From an optimization exercise on the open Yosys and OpenROAD flow, aimed at small area; shortcuts taken in it are not production practice. At most, simulation tests tie the RTL to the original design; equivalence was not proved. Only the layout flow was run in runs 4 and 5; the RTL was not checked for function there. Power figures rest on the tool's default switching activity, not on a simulated workload.

==> design/flow/design.v <==
`timescale 1ns/1ps
package us_reg_pkg;
	typedef logic [11:0] apb_addr_t;   
	typedef logic [31:0] apb_data_t;
	typedef logic [10:0] mux_cnt_t;    
	localparam apb_addr_t REG_CTRL     = 12'h000;   
	localparam apb_addr_t REG_STATUS   = 12'h004;   
	localparam apb_addr_t REG_NUM_BITS = 12'h008;   
	localparam apb_addr_t REG_TX0      = 12'h00C;   
	localparam apb_addr_t REG_TX1      = 12'h010;   
	localparam apb_addr_t REG_TX2      = 12'h014;   
	localparam apb_addr_t REG_RX0      = 12'h018;   
	localparam apb_addr_t REG_RX1      = 12'h01C;
	localparam apb_addr_t REG_RX2      = 12'h020;
	localparam apb_addr_t REG_TX_LEN   = 12'h024;   
	localparam apb_addr_t REG_INIT_DLY = 12'h028;   
	localparam apb_addr_t REG_SAMPLES  = 12'h02C;   
	localparam apb_addr_t REG_MUX      = 12'h030;   
	localparam int CTRL_SPI_START   = 0;   
	localparam int CTRL_ACQ_START   = 1;   
	localparam int CTRL_PULSER_EN   = 2;
	localparam int CTRL_TXRX_SPI_EN = 3;
	localparam int CTRL_TXRX_SW_OFF = 4;
	localparam int CTRL_BF_RESET    = 5;
endpackage
`timescale 1ns/1ps
package us_acq_pkg;
	localparam int BF_WORD_W = 70;               
	typedef logic [BF_WORD_W-1:0] bf_word_t;
	typedef logic [7:0]           bit_count_t;   
	typedef logic [31:0]          delay_t;       
	typedef enum logic [1:0] {
		SPI_IDLE,
		SPI_WAIT,    
		SPI_SHIFT,   
		SPI_DONE     
	} spi_state_e;
	typedef enum logic [1:0] {
		ACQ_IDLE,
		ACQ_WAIT,    
		ACQ_RUN      
	} acq_state_e;
endpackage
`timescale 1ns/1ps
module us_ctrl_top
#(
	parameter int START_DELAY = 10,   
	parameter int SCK_HALF    = 2     
) (
	input  logic      clk,
	input  logic      rst_n,
	input  logic      psel,
	input  logic      penable,
	input  logic      pwrite,
	input  us_reg_pkg::apb_addr_t paddr,
	input  us_reg_pkg::apb_data_t pwdata,
	output us_reg_pkg::apb_data_t prdata,
	output logic      pready,
	output logic      pslverr,
	output logic      bf_spi_cs_n,
	output logic      bf_spi_sck,
	output logic      bf_spi_sdo,
	input  logic      bf_spi_sdi,
	output logic      bf_tx_en,
	output logic      fifo_en,
	output logic      pulser_en,
	output logic      txrx_spi_en,
	output logic      txrx_sw_off,
	output logic      bf_reset,
	output us_reg_pkg::mux_cnt_t  mux_cnt
);
	localparam int W   = us_acq_pkg::BF_WORD_W;   
	localparam int DLY_W = $clog2(START_DELAY + 1);
	assign pready = 1'b1;   
	logic wr_acc, rd_acc, wr_ctrl, status_rd;
	logic spi_start, acq_start;
	logic [W-1:0] tx_word;
	logic [7:0]   num_bits;
	logic [31:0]  tx_len, init_dly, samples;
	assign wr_acc    = psel & penable & pwrite;
	assign rd_acc    = psel & penable & ~pwrite;
	assign wr_ctrl   = wr_acc && (paddr == us_reg_pkg::REG_CTRL);
	assign status_rd = rd_acc && (paddr == us_reg_pkg::REG_STATUS);
	always_ff @(posedge clk or negedge rst_n) begin
		if (!rst_n) begin
			spi_start <= 1'b0;
			acq_start <= 1'b0;
		end else begin
			spi_start <= wr_ctrl & pwdata[us_reg_pkg::CTRL_SPI_START];
			acq_start <= wr_ctrl & pwdata[us_reg_pkg::CTRL_ACQ_START];
		end
	end
	always_ff @(posedge clk or negedge rst_n) begin
		if (!rst_n) begin
			tx_word     <= '0;
			num_bits    <= '0;
			tx_len      <= '0;
			init_dly    <= '0;
			samples     <= '0;
			pulser_en   <= 1'b0;
			txrx_spi_en <= 1'b0;
			txrx_sw_off <= 1'b0;
			bf_reset    <= 1'b0;
			mux_cnt     <= '0;
		end else if (wr_acc) begin
			case (paddr)
				us_reg_pkg::REG_CTRL: begin
					pulser_en   <= pwdata[us_reg_pkg::CTRL_PULSER_EN];
					txrx_spi_en <= pwdata[us_reg_pkg::CTRL_TXRX_SPI_EN];
					txrx_sw_off <= pwdata[us_reg_pkg::CTRL_TXRX_SW_OFF];
					bf_reset    <= pwdata[us_reg_pkg::CTRL_BF_RESET];
				end
				us_reg_pkg::REG_NUM_BITS: num_bits <= pwdata[7:0];
				us_reg_pkg::REG_TX0:      tx_word[31:0] <= pwdata;
				us_reg_pkg::REG_TX1:      tx_word[63:32] <= pwdata;
				us_reg_pkg::REG_TX2:      tx_word[W-1:64] <= pwdata[W-65:0];
				us_reg_pkg::REG_TX_LEN:   tx_len <= pwdata;
				us_reg_pkg::REG_INIT_DLY: init_dly <= pwdata;
				us_reg_pkg::REG_SAMPLES:  samples <= pwdata;
				us_reg_pkg::REG_MUX:      mux_cnt <= pwdata[10:0];
				default: ;
			endcase
		end
	end
	typedef enum logic [1:0] {
		SPI_IDLE  = 2'b00,
		SPI_WAIT  = 2'b01,
		SPI_SHIFT = 2'b11,
		SPI_DONE  = 2'b10
	} spi_st_e;
	spi_st_e      spi_st;
	logic [DLY_W-1:0] spi_dly;
	logic         half;       
	logic [6:0]   bit_cnt;    
	logic [6:0]   bit_total;  
	logic [W-1:0] sreg;       
	logic [W:0]   sreg_x;
	logic [6:0]   len_eff;
	logic         spi_sel;    
	logic         spi_rise, spi_fall, spi_last;
	logic         spi_busy, spi_done;
	assign len_eff  = (num_bits == 8'd0 || num_bits > 8'(W)) ? 7'(W) : num_bits[6:0];
	assign sreg_x   = {sreg, 1'b0};
	assign spi_sel  = sreg_x[bit_total];
	assign spi_rise = (spi_st == SPI_SHIFT) & half & ~bf_spi_sck;
	assign spi_fall = (spi_st == SPI_SHIFT) & half & bf_spi_sck;
	assign spi_last = (bit_cnt == bit_total);
	assign spi_busy = (spi_st != SPI_IDLE);
	assign spi_done = (spi_st == SPI_DONE);
	assign bf_spi_cs_n = (spi_st != SPI_SHIFT);
	always_ff @(posedge clk or negedge rst_n) begin
		if (!rst_n) begin
			spi_st     <= SPI_IDLE;
			half       <= 1'b0;
			bf_spi_sck <= 1'b0;
			bf_spi_sdo <= 1'b0;
			bit_cnt    <= '0;
		end else begin
			case (spi_st)
				SPI_IDLE: if (spi_start) begin
					spi_st  <= SPI_WAIT;
					bit_cnt <= '0;
				end
				SPI_WAIT: if (spi_dly == DLY_W'(START_DELAY - 1)) begin
					spi_st     <= SPI_SHIFT;
					bf_spi_sdo <= spi_sel;
				end
				SPI_SHIFT: begin
					half <= ~half;
					if (half) begin
						bf_spi_sck <= ~bf_spi_sck;
						if (!bf_spi_sck) begin
							bit_cnt <= bit_cnt + 1'b1;
						end else if (spi_last) begin
							spi_st     <= SPI_DONE;
							bf_spi_sdo <= 1'b0;
						end else begin
							bf_spi_sdo <= spi_sel;
						end
					end
				end
				default: spi_st <= SPI_IDLE;
			endcase
		end
	end
	always_ff @(posedge clk) begin
		if (spi_st == SPI_IDLE && spi_start) begin
			sreg      <= tx_word;
			bit_total <= len_eff;
			spi_dly   <= '0;
		end else begin
			if (spi_st == SPI_WAIT)
				spi_dly <= spi_dly + 1'b1;
			if (spi_rise)
				sreg <= {sreg[W-2:0], bf_spi_sdi};
		end
	end
	logic [W-1:0] rx_word;
	always_comb begin
		for (int i = 0; i < W; i++)
			rx_word[i] = sreg[i] & (bit_cnt > 7'(i));
	end
	typedef enum logic [1:0] {
		ACQ_IDLE = 2'b00,
		ACQ_WAIT = 2'b01,
		ACQ_RUN  = 2'b11,
		ACQ_DONE = 2'b10    
	} acq_st_e;
	acq_st_e      acq_st;
	logic [DLY_W-1:0] acq_dly;
	logic [31:0]  tx_rem, dly_rem, smp_rem;
	logic         tx_nz, dly_nz, smp_nz, acq_run;
	logic         acq_busy, acq_done, acq_go;
	assign tx_nz    = (tx_rem != '0);
	assign dly_nz   = (dly_rem != '0);
	assign smp_nz   = (smp_rem != '0);
	assign acq_run  = (acq_st == ACQ_RUN);
	assign acq_busy = acq_st[0];
	assign acq_done = (acq_st == ACQ_DONE);
	assign acq_go   = ~acq_st[0] & acq_start;
	assign bf_tx_en = acq_run & tx_nz;
	assign fifo_en  = acq_run & ~dly_nz & smp_nz;
	always_ff @(posedge clk or negedge rst_n) begin
		if (!rst_n) begin
			acq_st <= ACQ_IDLE;
		end else begin
			case (acq_st)
				ACQ_WAIT: if (acq_dly == DLY_W'(START_DELAY - 1)) acq_st <= ACQ_RUN;
				ACQ_RUN:  if (!tx_nz && !smp_nz) acq_st <= ACQ_DONE;
				default:  acq_st <= acq_start ? ACQ_WAIT : ACQ_IDLE;
			endcase
		end
	end
	always_ff @(posedge clk) begin
		if (acq_go) begin
			tx_rem  <= tx_len;
			dly_rem <= init_dly;
			smp_rem <= samples;
			acq_dly <= '0;
		end else begin
			if (acq_st == ACQ_WAIT)
				acq_dly <= acq_dly + 1'b1;
			if (acq_run) begin
				if (tx_nz) tx_rem <= tx_rem - 1'b1;
				if (dly_nz) dly_rem <= dly_rem - 1'b1;
				else if (smp_nz) smp_rem <= smp_rem - 1'b1;
			end
		end
	end
	logic spi_flag, acq_flag, addr_hit;
	us_reg_pkg::apb_data_t rdata;
	always_ff @(posedge clk or negedge rst_n) begin
		if (!rst_n) begin
			spi_flag <= 1'b0;
			acq_flag <= 1'b0;
		end else begin
			spi_flag <= spi_done | (spi_flag & ~status_rd);
			acq_flag <= acq_done | (acq_flag & ~status_rd);
		end
	end
	always_comb begin
		rdata    = '0;
		addr_hit = 1'b1;
		case (paddr)
			us_reg_pkg::REG_CTRL: begin
				rdata[us_reg_pkg::CTRL_PULSER_EN]   = pulser_en;
				rdata[us_reg_pkg::CTRL_TXRX_SPI_EN] = txrx_spi_en;
				rdata[us_reg_pkg::CTRL_TXRX_SW_OFF] = txrx_sw_off;
				rdata[us_reg_pkg::CTRL_BF_RESET]    = bf_reset;
			end
			us_reg_pkg::REG_STATUS:   rdata[3:0] = {acq_busy, spi_busy, acq_flag, spi_flag};
			us_reg_pkg::REG_NUM_BITS: rdata[7:0] = num_bits;
			us_reg_pkg::REG_TX0:      rdata = tx_word[31:0];
			us_reg_pkg::REG_TX1:      rdata = tx_word[63:32];
			us_reg_pkg::REG_TX2:      rdata[W-65:0] = tx_word[W-1:64];
			us_reg_pkg::REG_RX0:      rdata = rx_word[31:0];
			us_reg_pkg::REG_RX1:      rdata = rx_word[63:32];
			us_reg_pkg::REG_RX2:      rdata[W-65:0] = rx_word[W-1:64];
			us_reg_pkg::REG_TX_LEN:   rdata = tx_len;
			us_reg_pkg::REG_INIT_DLY: rdata = init_dly;
			us_reg_pkg::REG_SAMPLES:  rdata = samples;
			us_reg_pkg::REG_MUX:      rdata[10:0] = mux_cnt;
			default:                  addr_hit = 1'b0;
		endcase
	end
	assign prdata  = rd_acc ? rdata : '0;
	assign pslverr = rd_acc & ~addr_hit;
endmodule
==> design/flow/run.sh <==
#!/bin/bash
# synth_recipe.tcl (not shown) runs the flow's synth.tcl, then flattens the netlist and writes it again
# the make line also repeats each setting of config.mk as NAME=value (left out here)
make -C /OpenROAD-flow-scripts/flow DESIGN_CONFIG=/design/flow/config.mk WORK_HOME=/design/flow/orfs CLKGATE_MAP_FILE= SYNTH_SCRIPT=/design/flow/synth_recipe.tcl finish
==> design/flow/config.mk <==
export PLATFORM = sky130hd
export DESIGN_NAME = us_ctrl_top
export DESIGN_NICKNAME = us_ctrl_top
export VERILOG_FILES = /design/flow/design.v
export SDC_FILE = /design/flow/constraint.sdc
export NUM_CORES = 4
export LEC_CHECK = 0
export CAP_MARGIN = 20
export CORE_MARGIN = 2
export CORE_UTILIZATION = 40
export SLEW_MARGIN = 20
==> design/flow/constraint.sdc <==
create_clock -name core_clock -period 6.0 [get_ports {clk}]
set_input_delay 1.2000 -clock core_clock [delete_from_list [all_inputs] [get_ports {clk}]]
set_output_delay 1.2000 -clock core_clock [all_outputs]
set_load 0.01 [all_outputs]
==> out/metrics.cfg, run 1 <==
[drt]
postRouteWirelength_mm = 73.98
drt_first_pass_iters = 7
post_drt_via_cell_ratio = 6.009
drtIter0Drc = 1835
wire_per_inst_um = 26.33
antenna_left = 0
vias = 16890
drc_errors = 0

[cts]
cts_max_level = 2
root_buffer = clkbuf_16
insertion_delay_ns = 0.58
path_clk_slew_ns = 0.06
numCtsBuffers = 43
clock_path_buffers = 3
cts.sinks = 388
postCtsSetupRepairBufs = 0
cts_resized = 0
cts_tree = yes
postCtsHoldBufs = 0

[synthesis]
netlist_instances = 2013
synth-xor-area-share = 0.03984
synth_top_family_by_area = simple AND/OR/NAND/NOR gates
netlist_area_um2 = 20880
synth-compound-area-share = 0.1191
synth_fa_ha_area_frac = 0.008388
async_flop_share = 0.5335
synth-simple-area-share = 0.1596
synthMuxAreaShare = 0.1379
yosysWarnings = 1
synthDistinctLibCells = 82
synth_seq_area_share = 0.5045
synthFlopType = dfrtp_1
synth.avg_cell_area_um2 = 10.37
ys_seq_elements = 388
syn_nets = 2077
synth_edf_count = 173

[placed_design]
gp_congestion = 0.9539
pre_cts_ws_ns = 0.2927
hpwl_mm = 54.07
io_buffers = 102
place_area_um2 = 22760

[floorplan]
io_pins = 104
die_w_um = 232.5
die_area_um2 = 54050
start_util = 0.4054
rows = 83
core-area_um2 = 51510
fp.dieH_um = 232.5

[sta]
slew_viol_final = 0
setup_tns_ns = 0
fin_worst_skew_ns = 0.01991
fin_crit_sh = 0.9632
clock.fmax_mhz = 173.0
layout_setup_ws_ns = 0.2209
finalHoldViolations = 0
setup_viol = 0
worst_pin_slew_ns = 0.9923
period_needed_ns = 5.779
maxSlewHeadroom = 0.3340
grt_setup_unrepaired = false

[job]
cap_viol_max_count = 0

[critical_path]
cp-end-kind = output port
required_ns = 4.80
crit_fanout = 11
crit_path_start_kind = primary input
critPathKind = primary input to output port
worst-endpoint-arrival_ns = 4.58

[global_route]
grt_use_total = 0.2755
grt_pass1_vias = 16440
grt_pass1_wl_mm = 110.3
antenna_found_initial = 1
overflow = 0
grt_max_degree = 157

[finish]
drive_above_1_share = 0.1743
final_cell_mix = 395 x nand2_1, 207 x dfrtp_1, 173 x edfxtp_1, 167 x mux2_2, 138 x o21ai_0
area_growth_pct = 16.12
final_cell_area_um2 = 24250
utilization = 0.4708
final_net_count = 2158
final_common_cell = nand2_1

[power]
vdd_drop_max_v = 0.0002872
p_leak_nw = 10.18
power_w = 0.006847
power_density_nw_per_um2 = 282.4

[min_path]
hold_path.class = flip-flop to flip-flop

[status]
status = finished clean

[power by group]
part | total, W | internal (W) | switching [W]
logic | 0.000855 | 0.000299 | 0.000556
registers | 0.00325 | 0.00301 | 0.000240
clock network | 0.00274 | 0.00159 | 0.00116
total | 0.00685 | 0.00489 | 0.00195
[through the flow]
stage,hold WS (ns),std cells
4_1_cts,0.4967,2807
3_5_place_dp,0.4816,2728
2_1_floorplan,0.4485,2013
3_3_place_gp,0.4722,2728
5_1_grt,0.5213,2808
6_report,0.4921,2810
[final timing paths]
path | slack [ns] | endpoint | startpoint | cells past startpoint
max in group asynchronous | 4.24 | acq_flag | rst_n | 2
worst min register to register | 0.49 | acq_flag | acq_flag | 2
worst max-delay path | 0.22 | prdata[12] | paddr[7] | 9
min in group asynchronous | 0.52 | tx_word[58] | rst_n | 1
worst min-delay path | 0.49 | acq_flag | acq_flag | 2
worst max register to register | 2.43 | smp_rem[22] | dly_rem[19] | 7
[final cells by class]
cell class / instances / area (um^2)
Multi-Input combinational cell: 1477 / 9776
Timing Repair Buffer: 162 / 1541
Clock buffer: 60 / 1274
Tap cell: 680 / 850.8
Sequential cell: 388 / 10540
Fill cell: 4877 / 27260
Inverter: 22 / 82.58
Clock inverter: 19 / 183.9
Antenna cell: 2 / 5.005
[kinds of logic after synthesis]
family / count (synthesis)
simple gates: 745
flops: 388
compound gates: 384
mux: 238
buf+inv: 148
xor+xnor: 95
fa+ha+maj: 14
other cells: 1
[critical path, cell delays in order]
cell and delay, ns:
clkdlybuf4s50_1 0.42, or4_4 0.60, nor3_1 0.34, and2_1 0.61
nand3_1 0.18, o21ai_0 0.11, a21oi_1 0.06, a21oi_1 0.41
clkdlybuf4s50_1 0.63
[Yosys cell counts (9+ instances only)]
cell type	count	area (um^2)
a21oi_1	51	255.2
a221oi_1	14	122.6
a222oi_1	15	150.1
a22o_1	13	113.9
a22oi_1	17	127.6
a31oi_1	42	262.8
a32oi_1	23	201.4
and2_1	11	68.82
buf_2	17	85.08
clkbuf_1	98	367.9
dfrtp_1	207	5180
edfxtp_1	173	5195
ha_1	14	175.2
inv_1	19	71.32
mux2_2	167	1881
mux2_4	30	450.4
mux2i_1	29	290.3
mux4_2	11	247.7
nand2_1	397	1490
nand2b_1	9	56.30
nand3_1	44	220.2
nand3b_1	12	90.09
nand4_1	9	56.30
nor2_1	119	446.7
nor3_1	50	250.2
nor4_1	28	175.2
o211ai_1	9	67.56
o21ai_0	139	695.7
o31ai_1	9	67.56
or3_1	15	93.84
xnor2_1	69	604.3
xor2_1	26	227.7
[layer usage]
metal / share of wire / GRT usage / up-vias
met1: 0.44 / 0.3976 / 8485
li1: - / - / 7530
met5: 0 / 0 / -
met2: 0.44 / 0.4127 / 743
met4: 0.036 / 0.09236 / 0
met3: 0.086 / 0.05551 / 127
[flip-flops by register name, indices dropped and copies added, names as in the netlist, 2 cells and up]
name,flops
tx_rem,32
acq_st,2
samples,32
spi_dly,4
bit_total,7
bit_cnt,7
spi_st,2
tx_word,70
acq_dly,4
dly_rem,32
mux_cnt,11
smp_rem,32
init_dly,32
sreg,70
tx_len,32
num_bits,8
==> inputs of run 2 (changes only) <==
--- a/design/flow/design.v
+++ b/design/flow/design.v
@@ -93,9 +93,4 @@
 	always_ff @(posedge clk or negedge rst_n) begin
 		if (!rst_n) begin
-			tx_word     <= '0;
-			num_bits    <= '0;
-			tx_len      <= '0;
-			init_dly    <= '0;
-			samples     <= '0;
 			pulser_en   <= 1'b0;
 			txrx_spi_en <= 1'b0;
@@ -104,23 +99,52 @@
 			mux_cnt     <= '0;
 		end else if (wr_acc) begin
+			if (paddr == us_reg_pkg::REG_CTRL) begin
+				pulser_en   <= pwdata[us_reg_pkg::CTRL_PULSER_EN];
+				txrx_spi_en <= pwdata[us_reg_pkg::CTRL_TXRX_SPI_EN];
+				txrx_sw_off <= pwdata[us_reg_pkg::CTRL_TXRX_SW_OFF];
+				bf_reset    <= pwdata[us_reg_pkg::CTRL_BF_RESET];
+			end
+			if (paddr == us_reg_pkg::REG_MUX) mux_cnt <= pwdata[10:0];
+		end
+	end
+	logic [31:0] tx0_r, tx1_r, tx_len_r, init_dly_r, samples_r;
+	logic [W-65:0] tx2_r;
+	logic [7:0]  num_bits_r;
+	logic v_tx0, v_tx1, v_tx2, v_nb, v_len, v_dly, v_smp;
+	always_ff @(posedge clk) begin
+		if (wr_acc) begin
 			case (paddr)
-				us_reg_pkg::REG_CTRL: begin
-					pulser_en   <= pwdata[us_reg_pkg::CTRL_PULSER_EN];
-					txrx_spi_en <= pwdata[us_reg_pkg::CTRL_TXRX_SPI_EN];
-					txrx_sw_off <= pwdata[us_reg_pkg::CTRL_TXRX_SW_OFF];
-					bf_reset    <= pwdata[us_reg_pkg::CTRL_BF_RESET];
-				end
-				us_reg_pkg::REG_NUM_BITS: num_bits <= pwdata[7:0];
-				us_reg_pkg::REG_TX0:      tx_word[31:0] <= pwdata;
-				us_reg_pkg::REG_TX1:      tx_word[63:32] <= pwdata;
-				us_reg_pkg::REG_TX2:      tx_word[W-1:64] <= pwdata[W-65:0];
-				us_reg_pkg::REG_TX_LEN:   tx_len <= pwdata;
-				us_reg_pkg::REG_INIT_DLY: init_dly <= pwdata;
-				us_reg_pkg::REG_SAMPLES:  samples <= pwdata;
-				us_reg_pkg::REG_MUX:      mux_cnt <= pwdata[10:0];
+				us_reg_pkg::REG_NUM_BITS: num_bits_r <= pwdata[7:0];
+				us_reg_pkg::REG_TX0:      tx0_r <= pwdata;
+				us_reg_pkg::REG_TX1:      tx1_r <= pwdata;
+				us_reg_pkg::REG_TX2:      tx2_r <= pwdata[W-65:0];
+				us_reg_pkg::REG_TX_LEN:   tx_len_r <= pwdata;
+				us_reg_pkg::REG_INIT_DLY: init_dly_r <= pwdata;
+				us_reg_pkg::REG_SAMPLES:  samples_r <= pwdata;
 				default: ;
 			endcase
 		end
 	end
+	always_ff @(posedge clk or negedge rst_n) begin
+		if (!rst_n) begin
+			{v_tx0, v_tx1, v_tx2, v_nb, v_len, v_dly, v_smp} <= '0;
+		end else if (wr_acc) begin
+			case (paddr)
+				us_reg_pkg::REG_NUM_BITS: v_nb  <= 1'b1;
+				us_reg_pkg::REG_TX0:      v_tx0 <= 1'b1;
+				us_reg_pkg::REG_TX1:      v_tx1 <= 1'b1;
+				us_reg_pkg::REG_TX2:      v_tx2 <= 1'b1;
+				us_reg_pkg::REG_TX_LEN:   v_len <= 1'b1;
+				us_reg_pkg::REG_INIT_DLY: v_dly <= 1'b1;
+				us_reg_pkg::REG_SAMPLES:  v_smp <= 1'b1;
+				default: ;
+			endcase
+		end
+	end
+	assign tx_word  = {tx2_r & {(W-64){v_tx2}}, tx1_r & {32{v_tx1}}, tx0_r & {32{v_tx0}}};
+	assign num_bits = num_bits_r & {8{v_nb}};
+	assign tx_len   = tx_len_r & {32{v_len}};
+	assign init_dly = init_dly_r & {32{v_dly}};
+	assign samples  = samples_r & {32{v_smp}};
 	typedef enum logic [1:0] {
 		SPI_IDLE  = 2'b00,
@@ -232,19 +256,27 @@
 		end
 	end
+	logic        acq_dec_tx, acq_dec_dly, acq_dec_smp;
+	logic [31:0] tx_tog, dly_tog, smp_tog;
+	assign acq_dec_tx  = acq_run & tx_nz;
+	assign acq_dec_dly = acq_run & dly_nz;
+	assign acq_dec_smp = acq_run & ~dly_nz & smp_nz;
+	always_comb begin
+		tx_tog[0]  = acq_dec_tx;
+		dly_tog[0] = acq_dec_dly;
+		smp_tog[0] = acq_dec_smp;
+		for (int i = 1; i < 32; i++) begin
+			tx_tog[i]  = tx_tog[i-1]  & ~tx_rem[i-1];
+			dly_tog[i] = dly_tog[i-1] & ~dly_rem[i-1];
+			smp_tog[i] = smp_tog[i-1] & ~smp_rem[i-1];
+		end
+	end
 	always_ff @(posedge clk) begin
-		if (acq_go) begin
-			tx_rem  <= tx_len;
-			dly_rem <= init_dly;
-			smp_rem <= samples;
+		tx_rem  <= acq_go ? tx_len   : (tx_rem ^ tx_tog);
+		dly_rem <= acq_go ? init_dly : (dly_rem ^ dly_tog);
+		smp_rem <= acq_go ? samples  : (smp_rem ^ smp_tog);
+		if (acq_go)
 			acq_dly <= '0;
-		end else begin
-			if (acq_st == ACQ_WAIT)
-				acq_dly <= acq_dly + 1'b1;
-			if (acq_run) begin
-				if (tx_nz) tx_rem <= tx_rem - 1'b1;
-				if (dly_nz) dly_rem <= dly_rem - 1'b1;
-				else if (smp_nz) smp_rem <= smp_rem - 1'b1;
-			end
-		end
+		else if (acq_st == ACQ_WAIT)
+			acq_dly <= acq_dly + 1'b1;
 	end
 	logic spi_flag, acq_flag, addr_hit;
--- a/design/flow/config.mk
+++ b/design/flow/config.mk
@@ -6,6 +6,7 @@
 export NUM_CORES = 4
 export LEC_CHECK = 0
-export CAP_MARGIN = 20
+export CAP_MARGIN = 5
 export CORE_MARGIN = 2
 export CORE_UTILIZATION = 40
-export SLEW_MARGIN = 20
+export CTS_BUF_LIST = sky130_fd_sc_hd__clkbuf_4
+export SLEW_MARGIN = 5
==> run 2 against run 1 <==
  * Largest power group unchanged
  * Fmax shrank 8.9%
  * Core utilization grew 3.6 points
  * Flip-flop and latch count up 7
  * Clock power down 7%
  * Critical path type is now flip-flop to flip-flop
  * Clock-buffer cell count up 109
  * The layout now fails its checks (negative setup slack)
==> out/metrics.cfg, run 2 <==
[status]
status = failed layout checks  ; was finished clean
violatedChecks = negative setup slack

[synthesis]
syn_nets = 2076  ; was 2,077
netlist.area_leader.share = 0.3860  ; was 0.2488
netlist_instances = 1925  ; was 2,013
synthFlopType = edfxtp_1  ; was dfrtp_1
yosys-top-cells-count = 254 x nand2_1, 251 x edfxtp_1, 238 x a21oi_1  ; was 397 x nand2_1, 207 x dfrtp_1, 173 x edfxtp_1
yosysWarnings = 1  ; unchanged
synth_seq_area_share = 0.5439  ; was 0.5045
async_flop_share = 0.1013  ; was 0.5335
synth.avg_cell_area_um2 = 10.14  ; was 10.37 um^2
netlist_area_um2 = 19530  ; was 20,880 um^2
synth_edf_count = 251  ; was 173
yosysTopAreaCell = edfxtp_1  ; unchanged
ys_seq_elements = 395  ; was 388
synthDistinctLibCells = 80  ; was 82
ys_top_cells_by_area = edfxtp_1 39%, dfxtp_1 11%, ha_1 6.5%, a21oi_1 6.1%, dfrtp_1 5.1%  ; was edfxtp_1 25%, dfrtp_1 25%, mux2_2 9.0%, nand2_1 7.1%, o21ai_0 3.3%
synth_most_common_cell = nand2_1  ; unchanged

[finish]
final_common_cell = nand2_1  ; unchanged
drive_above_1_share = 0.2124  ; was 0.1743
final_net_count = 2242  ; was 2,158
top_register = sreg
final_cell_mix = 253 x nand2_1, 251 x edfxtp_1, 230 x a21oi_1, 169 x clkbuf_4, 151 x o21ai_0  ; was 395 x nand2_1, 207 x dfrtp_1, 173 x edfxtp_1, 167 x mux2_2, 138 x o21ai_0
largest_reg_flops = 70
area_growth_pct = 24.39  ; was 16.12%

[cts]
cts.sinks = 395  ; was 388
postCtsHoldBufs = 0  ; unchanged
path_clk_slew_ns = 0.07  ; was 0.06 ns
clock_path_buffers = 3  ; unchanged
root_buffer = clkbuf_4  ; was clkbuf_16
cts_tree = yes  ; unchanged
insertion_delay_ns = 0.88  ; was 0.58 ns
cts_max_level = 3  ; was 2
numCtsBuffers = 108  ; was 43

[sta]
slew_viol_final = 0  ; unchanged
worst_pin_slew_ns = 1.265  ; was 0.9923 ns
hold_slack_ns = 0.4987  ; was 0.4921 ns
maxSlewHeadroom = 0.1546  ; was 0.3340
grt_setup_unrepaired = true  ; was false
period_needed_ns = 6.342  ; was 5.779 ns
finalHoldViolations = 0  ; unchanged
fin_crit_sh = 1.057  ; was 0.9632
fin_worst_skew_ns = 0.07592  ; was 0.01991 ns
layout_setup_ws_ns = -0.3418  ; was 0.2209 ns
setup_tns_ns = -1.662  ; was 0 ns
setup_viol = 8  ; was 0
clock.fmax_mhz = 157.7  ; was 173.0 MHz

[drt]
drc_errors = 0  ; unchanged
wire_per_inst_um = 26.61  ; was 26.33 um
vias = 16870  ; was 16.89k
drtIter0Drc = 2184  ; was 1,835
post_drt_via_cell_ratio = 6.021  ; was 6.009
antenna_left = 0  ; unchanged
drt_first_pass_iters = 6  ; was 7
postRouteWirelength_mm = 74.56  ; was 73.98 mm

[floorplan]
die_area_um2 = 50600  ; was 54,050 um^2
core-area_um2 = 47950  ; was 51,510 um^2
rows = 80  ; was 83
fp.dieH_um = 225.0  ; was 232.5 um
io_pins = 104  ; unchanged
die_w_um = 225.0  ; was 232.5 um
start_util = 0.4073  ; was 0.4054

[power]
power_density_nw_per_um2 = 228.4  ; was 282.4 nW/um^2
vdd_drop_max_v = 0.0001297  ; was 0.0002872 V
p_leak_nw = 9.165  ; was 10.18 nW

[placed_design]
gp_congestion = 0.9921  ; was 0.9539
io_buffers = 102  ; unchanged
hpwl_mm = 54.72  ; was 54.07 mm

[global_route]
antenna_found_initial = 1  ; unchanged
overflow = 0  ; unchanged
grt_max_degree = 168  ; was 157
grt_pass1_vias = 16560  ; was 16.44k
grt_use_total = 0.2957  ; was 0.2755
grt_pass1_wl_mm = 109.0  ; was 110.3 mm

[critical_path]
critical_path.slowest_cell = dfxtp_2  ; was clkdlybuf4s50_1
required_ns = 6.70  ; was 4.80 ns
slowest_delay_ns = 0.32  ; was 0.63 ns
cp-end-kind = flip-flop  ; was output port
crit_path_frequent_cell = ha_4
crit_path_start_kind = flip-flop  ; was primary input
crit_fanout = 2  ; was 11
worst-endpoint-arrival_ns = 7.04  ; was 4.58 ns
critPathKind = flip-flop to flip-flop  ; was primary input to output port

[job]
cap_viol_max_count = 0  ; unchanged

[min_path]
hold_path.class = flip-flop to flip-flop  ; unchanged

==> run 2: cell count changes in the layout (fill, tap and decap cells not counted), moves of 59 or more <==
cell and delta:
xnor2_1 -59, inv_1 +89, mux2_2 -151, edfxtp_1 +78, nand2_1 -142, ha_4 +90
dfrtp_1 -170, clkbuf_4 +169, a21oi_1 +179, dfxtp_1 +85
==> run 2: cell type report <==
type                       count  area (um^2)
antenna                        2        5.005
clock buffer                 169         1269
clock inverter                35        183.9
fill                        4390        23660
inverter                     109        409.1
multi-input combinational   1291         9361
sequential                   395        10640
tap                          615        769.5
timing repair buffer         186         1654
==> run 2: worst paths after layout <==
path,from,slack [ns],endpoint,cells past startpoint
worst min-delay path,spi_dly[1],0.50,spi_dly[1],2
min in group asynchronous,rst_n,0.52,v_smp,1
worst min register to register,spi_dly[1],0.50,spi_dly[1],2
worst max register to register,smp_rem[16],-0.34,smp_rem[31],38
max in group asynchronous,rst_n,4.77,v_len,1
worst max-delay path,smp_rem[16],-0.34,smp_rem[31],38
==> run 2: repair_timing <==
action | CTS | global route
gates resized for setup | 56 | 16
buffers inserted | 4 | 2
pin swaps | 18 | 18
setup endpoints to repair | 13 | 12
==> run 2: report_power, final <==
| part | leakage, nW | total, W | internal, W | switching, W |
|---|---|---|---|---|
| clock | 0.852 | 0.00254 | 0.00133 | 0.00121 |
| sequential | 3.56 | 0.00288 | 0.00288 | 0.00000238 |
| combinational | 4.75 | 0.000125 | 0.0000441 | 0.0000811 |
==> run 2: cell families (layout without fill, tap and decap cells) <==
| group | after synthesis | after routing | share of synthesized area |
|---|---|---|---|
| AND/OR/NAND/NOR | 572 | 572 | 0.1383 |
| adder cells (fa/ha/maj) | 101 | 101 | 0.06471 |
| AO/OA/AOI/OAI | 559 | 559 | 0.1664 |
| flip-flops | 395 | 395 | 0.5439 |
| other | 1 | 3 | 0.0001920 |
| XOR/XNOR | 18 | 18 | 0.008073 |
| multiplexers | 40 | 40 | 0.03114 |
| buffers and inverters | 239 | 499 | 0.04735 |
==> run 2: layer usage <==
layer	wire length [um]	GRT usage
met1	31550	0.4068
met2	32920	0.4462
met3	7415	0.07731
met4	2668	0.1149
met5	0	0
==> run 2: worst max-delay path, delay by kind of cell (launching register included) <==
family | cells | cell delay [ns]
fa+ha+maj | 31 | 4.77
simple gates | 3 | 0.49
flops | 1 | 0.32
compound gates | 2 | 0.29
buf+inv | 1 | 0.16
xor+xnor | 1 | 0.12
==> run 2: metrics by stage <==
step                total power, W    util  cells  worst slack, ns  cell area (um^2)
CTS                       0.005587  0.5049   2798          -0.3338             24210
finish                    0.005549  0.5066   2802          -0.3418             24290
global route              0.005740  0.5066   2802          -0.4845             24290
detailed placement        0.003064  0.4655   2590          -0.5549             22320
floorplan                 0.002973       -   1925       -0.0004365             20390
global placement          0.003064  0.4655   2590          -0.4805             22320
==> inputs of run 3 (changes only) <==
--- a/design/flow/config.mk
+++ b/design/flow/config.mk
@@ -6,7 +6,6 @@
 export NUM_CORES = 4
 export LEC_CHECK = 0
-export CAP_MARGIN = 5
+export CAP_MARGIN = 20
 export CORE_MARGIN = 2
 export CORE_UTILIZATION = 40
-export CTS_BUF_LIST = sky130_fd_sc_hd__clkbuf_4
-export SLEW_MARGIN = 5
+export SLEW_MARGIN = 20
==> run 3 against run 2 <==
  * The layout still fails its checks (negative setup slack)
  * Sequential share of layout area is 0.14 points lower
  * Clock skew is 0.051 ns lower
  * Flip-flop and latch count stayed put
  * Cell count is 4.3% lower
  * Total power is 4.4% higher
  * Via count is 2.3% lower
  * Fmax is 0.28% lower
  * Clock power is 9.4% higher
  * Sequential power hardly changed
  * Global-route usage is 0.34 points lower
  * Synthesized area stayed put
  * Largest cell class unchanged
  * Largest power group unchanged
==> out/metrics.cfg, run 3 <==
[critical_path]
slowest_delay_ns = 0.34  ; was 0.32 ns
crit_buf_inv = 1  ; unchanged
critPathTopFamily = adder cells  ; unchanged
critical_path.slowest_cell = nor4_2  ; was dfxtp_2
crit_path_start_kind = flip-flop  ; unchanged
r2r_cells = 38  ; unchanged
crit_path_frequent_cell = ha_4  ; unchanged
critPathKind = flip-flop to flip-flop  ; unchanged
worst-endpoint-arrival_ns = 6.79  ; was 7.04 ns
reg2reg_to = smp_rem[31]  ; unchanged
required_ns = 6.43  ; was 6.70 ns
reg2reg_from = smp_rem[26]  ; was smp_rem[16]
crit_fanout = 2  ; unchanged
cp-end-kind = flip-flop  ; unchanged
reg2reg_slack_ns = -0.36  ; was -0.34 ns

[sta]
finalHoldViolations = 0  ; unchanged
fin_crit_sh = 1.060  ; was 1.057
clock.fmax_mhz = 157.2  ; was 157.7 MHz
grt_setup_unrepaired = true  ; unchanged
fin_worst_skew_ns = 0.02488  ; was 0.07592 ns
setup_viol = 8  ; unchanged
layout_setup_ws_ns = -0.3595  ; was -0.3418 ns
slew_viol_final = 0  ; unchanged
period_needed_ns = 6.360  ; was 6.342 ns
hold_slack_ns = 0.4948  ; was 0.4987 ns
worst_pin_slew_ns = 1.100  ; was 1.265 ns
maxSlewHeadroom = 0.2669  ; was 0.1546

[power]
p_clk_frac = 0.480  ; was 0.458
vdd_drop_max_v = 0.0002116  ; was 0.0001297 V
power_w = 0.005791  ; was 0.005549 W
p_comb_frac = 0.022  ; was 0.023
switching_share = 0.2130  ; was 0.2338
internal_power_w = 0.004558  ; was 0.004251 W
p_sw_w = 0.001234  ; was 0.001298 W
power_density_nw_per_um2 = 237.7  ; was 228.4 nW/um^2
pwr-share-seq = 0.498  ; was 0.520
p_leak_nw = 9.023  ; was 9.165 nW

[min_path]
worstHoldStart = spi_dly[1]  ; unchanged
whs_path_depth = 2  ; unchanged
hold_path.class = flip-flop to flip-flop  ; unchanged
whs_endpoint = spi_dly[1]  ; unchanged

[finish]
final_net_count = 2180  ; was 2,242
area_growth_pct = 24.76  ; was 24.39%
fill_cells = 4356  ; was 4,390
drive_above_1_share = 0.1729  ; was 0.2124
final_cell_mix = 253 x nand2_1, 251 x edfxtp_1, 230 x a21oi_1, 151 x o21ai_0, 108 x inv_1  ; was 253 x nand2_1, 251 x edfxtp_1, 230 x a21oi_1, 169 x clkbuf_4, 151 x o21ai_0
utilization = 0.5081  ; was 0.5066
final_cell_area_um2 = 24360  ; was 24,290 um^2
largest_reg_flops = 70  ; unchanged
final_common_cell = nand2_1  ; unchanged
top_register = sreg  ; unchanged

[drt]
detailroute.wirelength.met2_mm = 32.84  ; was 32.92 mm
top_layer = met4  ; unchanged
drtIter0Drc = 2077  ; was 2,184
drt_first_pass_iters = 7  ; was 6
wl_met3_mm = 7.497  ; was 7.415 mm
drc_errors = 0  ; unchanged
postRouteWirelength_mm = 74.09  ; was 74.56 mm
vias = 16480  ; was 16.87k
met1_length_mm = 31.09  ; was 31.55 mm
post_drt_via_cell_ratio = 6.148  ; was 6.021
wire_per_inst_um = 27.64  ; was 26.61 um
antenna_left = 0  ; unchanged

[global_route]
grt_use_total = 0.2923  ; was 0.2957
grt_pass1_wl_mm = 107.5  ; was 109.0 mm
antenna_found_initial = 1  ; unchanged
grt_pass1_vias = 15940  ; was 16.56k
grt_max_degree = 168  ; unchanged
overflow = 0  ; unchanged

[placed_design]
io_buffers = 102  ; unchanged
hpwl_mm = 54.82  ; was 54.72 mm
gp_congestion = 0.9921  ; unchanged
place_area_um2 = 22350  ; was 22,320 um^2

[floorplan]
start_util = 0.4073  ; unchanged
fp.dieH_um = 225.0  ; unchanged
die_area_um2 = 50600  ; unchanged
die_w_um = 225.0  ; unchanged
io_pins = 104  ; unchanged
rows = 80  ; unchanged
core-area_um2 = 47950  ; unchanged

[synthesis]
ys_seq_elements = 395  ; unchanged
yosys-top-cells-count = 254 x nand2_1, 251 x edfxtp_1, 238 x a21oi_1  ; unchanged
synth_edf_count = 251  ; unchanged
syn_nets = 2076  ; unchanged
synthFlopType = edfxtp_1  ; unchanged
yosysTopAreaCell = edfxtp_1  ; unchanged
netlist.area_leader.share = 0.3860  ; unchanged
async_flop_share = 0.1013  ; unchanged
yosysWarnings = 1  ; unchanged
ys_top_cells_by_area = edfxtp_1 39%, dfxtp_1 11%, ha_1 6.5%, a21oi_1 6.1%, dfrtp_1 5.1%  ; unchanged
synth_most_common_cell = nand2_1  ; unchanged
synthDistinctLibCells = 80  ; unchanged
netlist_area_um2 = 19530  ; unchanged
synth_seq_area_share = 0.5439  ; unchanged
synth.avg_cell_area_um2 = 10.14  ; unchanged
netlist_instances = 1925  ; unchanged

[cts]
root_buffer = clkbuf_16  ; was clkbuf_4
numCtsBuffers = 45  ; was 108
path_clk_slew_ns = 0.06  ; was 0.07 ns
insertion_delay_ns = 0.59  ; was 0.88 ns
cts_max_level = 2  ; was 3
cts_tree = yes  ; unchanged
clock_path_buffers = 3  ; unchanged
cts.sinks = 395  ; unchanged

[status]
violatedChecks = negative setup slack  ; unchanged
status = failed layout checks  ; unchanged

[job]
cap_viol_max_count = 0  ; unchanged

## run 3: cell counts after synthesis
Identical to the previous run, type by type.
## run 3: worst reg2reg max path: cells and delay by family, from the launching register on
kind	cells	cell delay, ns
AO/OA/AOI/OAI	2	0.23
XOR/XNOR	1	0.13
adder cells (fa/ha/maj)	31	4.78
buffers and inverters	1	0.19
flip-flops	1	0.32
AND/OR/NAND/NOR	3	0.51
## run 3: kinds of logic after synthesis
kind of cell               after synthesis  share of synthesized area
and+or+nand+nor                        572                     0.1383
AOI/OAI and AO/OA                      559                     0.1664
DFF                                    395                     0.5439
buffers and inverters                  239                    0.04735
adders and majority gates              101                    0.06471
muxes                                   40                    0.03114
xor gates and xnor gates                18                   0.008073
other                                    1                  0.0001920
## run 3: power groups by stage
stage | clock network [W] | logic, W | registers, W
finish | 0.00278 | 0.000125 | 0.00288
global route | 0.00292 | 0.000132 | 0.00288
CTS | 0.00281 | 0.000124 | 0.00288
detailed placement | 0 | 0.000123 | 0.00294
global placement | 0 | 0.000122 | 0.00294
floorplan | 0 | 0.0000328 | 0.00294
## run 3: area by class of cell
cell class	instances	area (um^2)	area share
flip-flops and latches	395	10640	0.4365
repair buffers	187	1704	0.06995
diodes	1	2.502	0.0001027
multi-input cells	1291	9363	0.3843
clock inverters	16	178.9	0.007344
well taps	615	769.5	0.03159
clock buffers	67	1300	0.05336
inverters	109	409.1	0.01679
## run 3: worst max path at each step
stage,start,endpoint,slack [ns],depth (start not counted)
4_1_cts,smp_rem[23],smp_rem[31],-0.37,38
6_report,smp_rem[26],smp_rem[31],-0.36,38
2_1_floorplan,tx_rem[3],tx_rem[31],-0.0004,38
3_3_place_gp,dly_rem[25],dly_rem[31],-0.48,37
5_1_grt,smp_rem[26],smp_rem[31],-0.54,38
3_5_place_dp,dly_rem[25],dly_rem[31],-0.53,37
## run 3: repair_timing
action,CTS,global route
gates resized for setup,54,16
setup buffers,3,2
pin swaps,19,13
hold buffers,0,0
endpoints found under the setup margin,13,13
## run 3: per-stage QoR
stage               setup TNS (ns)  std cells  setup slack (ns)
floorplan               -0.0004365       1925        -0.0004365
detailed placement          -3.926       2591           -0.5346
global route                -3.196       2680           -0.5384
CTS                         -1.719       2677           -0.3713
global placement            -2.846       2590           -0.4805
finish                      -1.696       2681           -0.3595
## run 3: per-layer routing
layer | GRT usage | vias up
met2 | 0.4430 | 860
met4 | 0.1032 | 0
li1 | - | 7303
met3 | 0.06714 | 151
met5 | 0 | -
met1 | 0.4106 | 8169
==> inputs of run 4 (changes only) <==
--- a/design/flow/design.v
+++ b/design/flow/design.v
@@ -262,11 +262,8 @@
 	assign acq_dec_smp = acq_run & ~dly_nz & smp_nz;
 	always_comb begin
-		tx_tog[0]  = acq_dec_tx;
-		dly_tog[0] = acq_dec_dly;
-		smp_tog[0] = acq_dec_smp;
-		for (int i = 1; i < 32; i++) begin
-			tx_tog[i]  = tx_tog[i-1]  & ~tx_rem[i-1];
-			dly_tog[i] = dly_tog[i-1] & ~dly_rem[i-1];
-			smp_tog[i] = smp_tog[i-1] & ~smp_rem[i-1];
+		for (int i = 0; i < 32; i++) begin
+			tx_tog[i]  = acq_dec_tx  & ((tx_rem  & ((32'd1 << i) - 32'd1)) == '0);
+			dly_tog[i] = acq_dec_dly & ((dly_rem & ((32'd1 << i) - 32'd1)) == '0);
+			smp_tog[i] = acq_dec_smp & ((smp_rem & ((32'd1 << i) - 32'd1)) == '0);
 		end
 	end
==> run 4 against run 3 <==
  * The run now finishes clean
  * Worst setup slack improved by 0.67 ns
  * Clock power barely moved
  * Critical path depth fell by 31
  * Final area fell by 6.3%
==> out/metrics.cfg, run 4 <==
[sta]
maxSlewHeadroom = 0.3910  ; was 0.2669
fin_worst_skew_ns = 0.02448  ; was 0.02488 ns
finalHoldViolations = 0  ; unchanged
period_needed_ns = 5.686  ; was 6.360 ns
clock.fmax_mhz = 175.9  ; was 157.2 MHz
setup_tns_ns = 0  ; was -1.696 ns
layout_setup_ws_ns = 0.3145  ; was -0.3595 ns
worst_pin_slew_ns = 0.9110  ; was 1.100 ns
fin_crit_sh = 0.9476  ; was 1.060
slew_viol_final = 0  ; unchanged
setup_viol = 0  ; was 8
grt_setup_unrepaired = false  ; was true

[critical_path]
crit_path_frequent_cell = clkdlybuf4s50_1  ; was ha_4
crit_fanout = 17  ; was 2
slowest_delay_ns = 0.93  ; was 0.34 ns
reg2reg_to = sreg[4]  ; was smp_rem[31]
crit_path_start_kind = primary input  ; was flip-flop
critical_path.cell_chain = clkdlybuf4s50_1, or4b_2, nor2_1, buf_4, a32oi_1, a41oi_1, clkdlybuf4s50_1
crit_buf_inv = 3  ; was 1
worst-endpoint-arrival_ns = 4.49  ; was 6.79 ns
reg2reg_from = spi_st[1]  ; was smp_rem[26]
path_depth = 7  ; was 38
crit_path_end = prdata[2]  ; was smp_rem[31]
r2r_cells = 5  ; was 38
critPathKind = primary input to output port  ; was flip-flop to flip-flop
required_ns = 4.80  ; was 6.43 ns
reg2reg_slack_ns = 2.74  ; was -0.36 ns
critPathTopFamily = buffers and inverters  ; was adder cells
crit_start = paddr[2]  ; was smp_rem[26]
critical_path.slowest_cell = or4b_2  ; was nor4_2
cp-end-kind = output port  ; was flip-flop

[power]
p_comb_frac = 0.021  ; was 0.022
p_clk_frac = 0.480  ; about the same
p_leak_nw = 7.720  ; was 9.023 nW
power_w = 0.005781  ; was 0.005791 W
pwr-share-seq = 0.499  ; was 0.498
power_density_nw_per_um2 = 253.1  ; was 237.7 nW/um^2
p_sw_w = 0.001239  ; was 0.001234 W
vdd_drop_max_v = 0.0001893  ; was 0.0002116 V
internal_power_w = 0.004542  ; was 0.004558 W
switching_share = 0.2143  ; was 0.2130

[drt]
postRouteWirelength_mm = 72.31  ; was 74.09 mm
drt_first_pass_iters = 6  ; was 7
drc_errors = 0  ; unchanged
drtIter0Drc = 2053  ; was 2,077
antenna_left = 0  ; unchanged
post_drt_via_cell_ratio = 6.292  ; was 6.148
wire_per_inst_um = 27.01  ; was 27.64 um
vias = 16840  ; was 16.48k

[placed_design]
gp_congestion = 1.010  ; was 0.9921
io_buffers = 102  ; unchanged
pre_cts_ws_ns = 0.4170  ; was -0.5346 ns
hpwl_mm = 51.95  ; was 54.82 mm

[synthesis]
ys_seq_elements = 395  ; unchanged
ys_top_cells_by_area = edfxtp_1 39%, dfxtp_1 11%, dfrtp_1 5.1%, nand2_1 4.7%, o21ai_0 4.7%  ; was edfxtp_1 39%, dfxtp_1 11%, ha_1 6.5%, a21oi_1 6.1%, dfrtp_1 5.1%
synthDistinctLibCells = 81  ; was 80
yosysWarnings = 1  ; unchanged
synth_most_common_cell = edfxtp_1  ; was nand2_1
syn_nets = 2013  ; was 2,076
netlist_area_um2 = 19470  ; was 19,530 um^2
netlist_instances = 1952  ; was 1,925
synth_edf_count = 251  ; unchanged
synth.avg_cell_area_um2 = 9.976  ; was 10.14 um^2
synthFlopType = edfxtp_1  ; unchanged
yosysTopAreaCell = edfxtp_1  ; unchanged
netlist.area_leader.share = 0.3871  ; was 0.3860
synth_seq_area_share = 0.5454  ; was 0.5439
async_flop_share = 0.1013  ; unchanged
yosys-top-cells-count = 251 x edfxtp_1, 245 x nand2_1, 181 x o21ai_0  ; was 254 x nand2_1, 251 x edfxtp_1, 238 x a21oi_1

[finish]
final_cell_mix = 251 x edfxtp_1, 243 x nand2_1, 181 x o21ai_0, 177 x nand3_1, 110 x nor2_1  ; was 253 x nand2_1, 251 x edfxtp_1, 230 x a21oi_1, 151 x o21ai_0, 108 x inv_1
antenna_cells = 0  ; was 1
area_growth_pct = 17.28  ; was 24.76%
largest_reg_flops = 70  ; unchanged
utilization = 0.4773  ; was 0.5081
fill_cells = 4383  ; was 4,356
final_net_count = 2086  ; was 2,180
top_register = sreg  ; unchanged
drive_above_1_share = 0.1081  ; was 0.1729
final_common_cell = edfxtp_1  ; was nand2_1

[cts]
insertion_delay_ns = 0.59  ; about the same
clock_path_buffers = 3  ; unchanged
postCtsSetupRepairBufs = 0  ; was 3
cts_tree = yes  ; unchanged
numCtsBuffers = 45  ; unchanged
root_buffer = clkbuf_16  ; unchanged
path_clk_slew_ns = 0.06  ; about the same
cts_max_level = 2  ; unchanged
cts.sinks = 395  ; unchanged
postCtsHoldBufs = 0  ; unchanged
cts_resized = 0  ; was 54

[floorplan]
io_pins = 104  ; unchanged
start_util = 0.4070  ; was 0.4073
die_area_um2 = 50460  ; was 50,600 um^2
fp.dieH_um = 224.6  ; was 225.0 um
core-area_um2 = 47850  ; was 47,950 um^2
die_w_um = 224.6  ; was 225.0 um
rows = 80  ; unchanged

[global_route]
grt_pass1_wl_mm = 106.9  ; was 107.5 mm
grt_use_total = 0.2863  ; was 0.2923
grt_pass1_vias = 16150  ; was 15.94k
antenna_found_initial = 1  ; unchanged
overflow = 0  ; unchanged
grt_max_degree = 92  ; was 168

[job]
cap_viol_max_count = 0  ; unchanged

[status]
status = finished clean  ; was failed layout checks

[min_path]
hold_path.class = flip-flop to flip-flop  ; unchanged

run 4: cell count changes in the layout (fill, tap and decap cells not counted), sizes merged, moves of 19 or more:
| cell | before | now |
|---|---|---|
| nand3 | 78 | 177 |
| a21oi | 238 | 88 |
| nor3 | 23 | 49 |
| o21ai | 156 | 182 |
| nor2 | 95 | 114 |
| a31oi | 44 | 88 |
| buf | 87 | 64 |
| xnor2 | 12 | 34 |
| ha | 101 | 11 |
| inv | 108 | 21 |
run 4: kinds of logic after synthesis:
logic type	after synthesis	synth area share
and+or+nand+nor	757	0.1907
DFF	395	0.5454
AOI/OAI and AO/OA	530	0.1698
adders and majority gates	11	0.007068
xor gates and xnor gates	54	0.02429
muxes	43	0.03116
buffers and inverters	161	0.03142
other	1	0.0001926
run 4: cell type report:
cell class,instances,area [um^2],share of cell area
tap,615,769.5,0.03369
timing repair buffer,165,1554,0.06804
sequential,395,10620,0.4652
multi-input combinational,1396,8339,0.3651
inverter,22,82.58,0.003616
clock inverter,20,188.9,0.008273
clock buffer,64,1280,0.05605
run 4: worst min-delay path by stage:
stage | from | end | slack (ns) | cells past startpoint
after floorplan | smp_rem[19] | smp_rem[19] | 0.45 | 2
after global placement | smp_rem[19] | smp_rem[19] | 0.47 | 2
after detailed placement | tx_rem[18] | tx_rem[18] | 0.47 | 2
after CTS | tx_rem[18] | tx_rem[18] | 0.48 | 2
after global routing | smp_rem[19] | smp_rem[19] | 0.52 | 2
final | smp_rem[19] | smp_rem[19] | 0.48 | 2
run 4: per-stage QoR:
step	cell area, um^2	hold WS, ns	instances
2_1_floorplan	19470	0.4496	1952
3_3_place_gp	21280	0.4656	2590
3_5_place_dp	21290	0.4720	2590
4_1_cts	22760	0.4850	2674
5_1_grt	22840	0.5192	2677
6_report	22840	0.4805	2677
run 4: power groups by stage:
| stage | Sequential, W | Combinational, W | Clock (W) |
|---|---|---|---|
| CTS | 0.00288 | 0.000120 | 0.00281 |
| global route | 0.00288 | 0.000127 | 0.00292 |
| detailed placement | 0.00294 | 0.000119 | 0 |
| global placement | 0.00294 | 0.000119 | 0 |
| finish | 0.00288 | 0.000121 | 0.00278 |
| floorplan | 0.00294 | 0.0000273 | 0 |
run 4: worst min-delay path, stage by stage, from the launching register on:
cell	delay, ns
dfxtp_1	0.30
o21ai_0	0.07
a21oi_1	0.06
run 4: metal layers:
layer / GRT usage / up-vias / routed length (um)
met5: 0 / - / 18
met4: 0.09442 / 2 / 2200
met3: 0.04951 / 132 / 6469
met2: 0.4512 / 871 / 33200
met1: 0.4012 / 8298 / 30420
li1: - / 7540 / -
==> inputs of run 5 (changes only) <==
--- a/design/flow/config.mk
+++ b/design/flow/config.mk
@@ -6,6 +6,7 @@
 export NUM_CORES = 4
 export LEC_CHECK = 0
-export CAP_MARGIN = 20
+export CAP_MARGIN = 5
 export CORE_MARGIN = 2
 export CORE_UTILIZATION = 40
-export SLEW_MARGIN = 20
+export CTS_BUF_LIST = sky130_fd_sc_hd__clkbuf_4
+export SLEW_MARGIN = 5
==> run 5 against run 4 <==
  * Total power shrank 5.5%
  * Largest cell class unchanged
  * Still clean on timing, DRC and antenna
  * Highest routed layer is now met4
  * Sequential power is essentially flat
  * Core utilization shrank 0.31 points
==> out/metrics.cfg, run 5 <==
[sta]
clock.fmax_mhz = 177.4  ; was 175.9 MHz
worst_pin_slew_ns = 1.280  ; was 0.9110 ns
fin_crit_sh = 0.9393  ; was 0.9476
finalHoldViolations = 0  ; unchanged
setup_viol = 0  ; unchanged
hold_slack_ns = 0.4301  ; was 0.4805 ns
period_needed_ns = 5.636  ; was 5.686 ns
layout_setup_ws_ns = 0.3641  ; was 0.3145 ns
fin_worst_skew_ns = 0.08309  ; was 0.02448 ns
setup_tns_ns = 0  ; unchanged
slew_viol_final = 0  ; unchanged
grt_setup_unrepaired = false  ; unchanged
maxSlewHeadroom = 0.1458  ; was 0.3910

[cts]
postCtsSetupRepairBufs = 0  ; unchanged
postCtsHoldBufs = 0  ; unchanged
cts_tree = yes  ; unchanged
insertion_delay_ns = 0.89  ; was 0.59 ns
cts.sinks = 395  ; unchanged
root_buffer = clkbuf_4  ; was clkbuf_16
numCtsBuffers = 108  ; was 45
cts_max_level = 3  ; was 2
clock_path_buffers = 3  ; unchanged
path_clk_slew_ns = 0.06  ; about the same
cts_resized = 0  ; unchanged

[global_route]
antenna_found_initial = 1  ; unchanged
grt_use_total = 0.2880  ; was 0.2863
grt_pass1_wl_mm = 107.6  ; was 106.9 mm
grt_max_degree = 92  ; unchanged
grt_pass1_vias = 16600  ; was 16.15k
overflow = 0  ; unchanged

[synthesis]
yosysWarnings = 1  ; unchanged
syn_nets = 2013  ; unchanged
async_flop_share = 0.1013  ; unchanged
ys_top_cells_by_area = edfxtp_1 39%, dfxtp_1 11%, dfrtp_1 5.1%, nand2_1 4.7%, o21ai_0 4.7%  ; unchanged
synth_seq_area_share = 0.5454  ; unchanged
synth_most_common_cell = edfxtp_1  ; unchanged
synth_edf_count = 251  ; unchanged
netlist.area_leader.share = 0.3871  ; unchanged
netlist_area_um2 = 19470  ; unchanged
synth.avg_cell_area_um2 = 9.976  ; unchanged
netlist_instances = 1952  ; unchanged
yosys-top-cells-count = 251 x edfxtp_1, 245 x nand2_1, 181 x o21ai_0  ; unchanged
synthFlopType = edfxtp_1  ; unchanged
ys_seq_elements = 395  ; unchanged
yosysTopAreaCell = edfxtp_1  ; unchanged
synthDistinctLibCells = 81  ; unchanged

[job]
cap_viol_max_count = 0  ; unchanged

[power]
vdd_drop_max_v = 0.0001115  ; was 0.0001893 V
power_density_nw_per_um2 = 240.8  ; was 253.1 nW/um^2
p_leak_nw = 7.812  ; was 7.720 nW
power_w = 0.005463  ; was 0.005781 W

[finish]
top_register = sreg  ; unchanged
area_growth_pct = 16.52  ; was 17.28%
seq_area_um2 = 10620  ; unchanged
multi_input_area_um2 = 8329  ; was 8339 um^2
largest_reg_flops = 70  ; unchanged
drive_above_1_share = 0.1475  ; was 0.1081
fin_cells = 2794  ; was 2,677
final_cell_mix = 251 x edfxtp_1, 243 x nand2_1, 181 x o21ai_0, 177 x nand3_1, 164 x clkbuf_4  ; was 251 x edfxtp_1, 243 x nand2_1, 181 x o21ai_0, 177 x nand3_1, 110 x nor2_1
final_common_cell = edfxtp_1  ; unchanged
final_net_count = 2147  ; was 2,086
fill_cells = 4539  ; was 4,383

[critical_path]
reg2reg_slack_ns = 2.67  ; was 2.74 ns
critPathKind = primary input to output port  ; unchanged
worst-endpoint-arrival_ns = 4.44  ; was 4.49 ns
crit_path_start_kind = primary input  ; unchanged
r2r_cells = 5  ; unchanged
cp-end-kind = output port  ; unchanged
required_ns = 4.80  ; about the same
reg2reg_from = spi_st[1]  ; unchanged
reg2reg_to = sreg[1]  ; was sreg[4]
crit_fanout = 17  ; unchanged

[status]
status = finished clean  ; unchanged

[drt]
vias = 17220  ; was 16.84k
detailroute.wirelength.met2_mm = 33.01  ; was 33.20 mm
antenna_left = 0  ; unchanged
postRouteWirelength_mm = 72.69  ; was 72.31 mm
wire_per_inst_um = 26.02  ; was 27.01 um
met1_length_mm = 30.75  ; was 30.42 mm
top_layer = met4  ; was met5
post_drt_via_cell_ratio = 6.162  ; was 6.292
wl_met3_mm = 6.712  ; was 6.469 mm
drt_first_pass_iters = 5  ; was 6
drtIter0Drc = 1948  ; was 2,053
drc_errors = 0  ; unchanged

[placed_design]
dp.cells = 2590  ; unchanged
io_buffers = 102  ; unchanged
gp_congestion = 1.010  ; unchanged
hpwl_mm = 51.87  ; was 51.95 mm
pre_cts_ws_ns = 0.3862  ; was 0.4170 ns

[floorplan]
die_w_um = 224.6  ; unchanged
start_util = 0.4070  ; unchanged
io_pins = 104  ; unchanged
rows = 80  ; unchanged
fp.dieH_um = 224.6  ; unchanged
die_area_um2 = 50460  ; unchanged
core-area_um2 = 47850  ; unchanged

[min_path]
hold_path.class = primary input to async pin  ; was flip-flop to flip-flop

run 5: worst max-delay path by stage:
| stage | from | to | slack [ns] | depth (start not counted) |
|---|---|---|---|---|
| 2_1_floorplan | paddr[7] | samples_r[0] | 1.06 | 4 |
| 3_3_place_gp | paddr[2] | prdata[0] | 0.43 | 8 |
| 3_5_place_dp | paddr[2] | prdata[0] | 0.39 | 8 |
| 4_1_cts | paddr[2] | prdata[0] | 0.39 | 8 |
| 5_1_grt | paddr[2] | prdata[0] | 0.28 | 8 |
| 6_report | paddr[2] | prdata[0] | 0.36 | 8 |
run 5: power by group:
| part | internal [W] | leakage, nW | switching (W) |
|---|---|---|---|
| clock network | 0.00125 | 0.834 | 0.00121 |
| registers | 0.00288 | 3.58 | 0.00000172 |
| logic | 0.0000423 | 3.40 | 0.0000786 |
| total | 0.00418 | 7.81 | 0.00129 |
run 5: routing by layer:
| metal | vias to the layer above | track usage |
|---|---|---|
| met1 | 8383 | 0.3996 |
| met3 | 144 | 0.05696 |
| met4 | 0 | 0.1060 |
| li1 | 7745 | - |
| met2 | 945 | 0.4481 |
| met5 | - | 0 |
run 5: worst max-delay path: stages:
cell and delay, ns:
clkdlybuf4s50_1 0.70, or4b_2 0.92, nor2_1 0.15, buf_4 0.30
a32oi_1 0.09, a41oi_1 0.27, o31a_1 0.23, clkdlybuf4s50_1 0.55
run 5: cell type report:
| cell class | count | share of cell area |
|---|---|---|
| diodes | 2 | 0.0002206 |
| clock buffers | 164 | 0.05426 |
| clock inverters | 37 | 0.007224 |
| inverters | 22 | 0.003640 |
| multi-input cells | 1396 | 0.3671 |
| flip-flops and latches | 395 | 0.4682 |
| well taps | 615 | 0.03391 |
| repair buffers | 163 | 0.06540 |
run 5: logic make-up (layout without fill, tap and decap cells):
| logic type | after synthesis | count (layout) | synth area share |
|---|---|---|---|
| fa+ha+maj | 11 | 11 | 0.007068 |
| compound gates | 530 | 530 | 0.1698 |
| mux | 43 | 43 | 0.03116 |
| simple gates | 757 | 757 | 0.1907 |
| xor+xnor | 54 | 54 | 0.02429 |
| other cells | 1 | 3 | 0.0001926 |
| buf+inv | 161 | 386 | 0.03142 |
| flops | 395 | 395 | 0.5454 |
run 5: metrics by stage:
| stage | cell area [um^2] | utilization |
|---|---|---|
| after detailed placement | 21280 | 0.4448 |
| after floorplan | 19470 | - |
| final | 22690 | 0.4742 |
| after CTS | 22680 | 0.4740 |
| after global placement | 21280 | 0.4448 |
| after global routing | 22690 | 0.4742 |

## static timing again, ports no longer ideal
The flow's constraints put no driver on any port. The routed layouts listed below were extracted and timed again, unchanged, in two steps. Step 1: set_driving_cell puts a clkbuf_16 on clk and a buf_2 on each other input, an assumption about the parent block. Step 2 adds t to the input delays and takes it off the output delays; t is the mean of the earliest and latest rising clock arrival at the registers after step 1. Input paths then give back, and output paths get back, about the clock's delay inside the block. Slacks: ideal ports / drivers / drivers and shift; pairs: ideal ports / drivers.
| run | t, ns | setup slack, ns | hold slack, ns | worst register clock-pin slew, ns |
|---|---|---|---|---|
| run 1 | 0.631 | 0.221 / 0.200 / 0.200 | 0.492 / 0.492 / 0.492 | 0.07 / 0.07 |
| run 2 | 0.890 | -0.342 / -0.342 / -0.342 | 0.499 / 0.499 / 0.499 | 0.07 / 0.07 |
| run 3 | 0.633 | -0.360 / -0.360 / -0.360 | 0.495 / 0.495 / 0.495 | 0.06 / 0.06 |
| run 4 | 0.639 | 0.314 / 0.290 / 0.290 | 0.480 / 0.480 / 0.480 | 0.07 / 0.07 |
| run 5 | 0.911 | 0.364 / 0.340 / 0.340 | 0.430 / 0.396 / 0.477 | 0.08 / 0.08 |
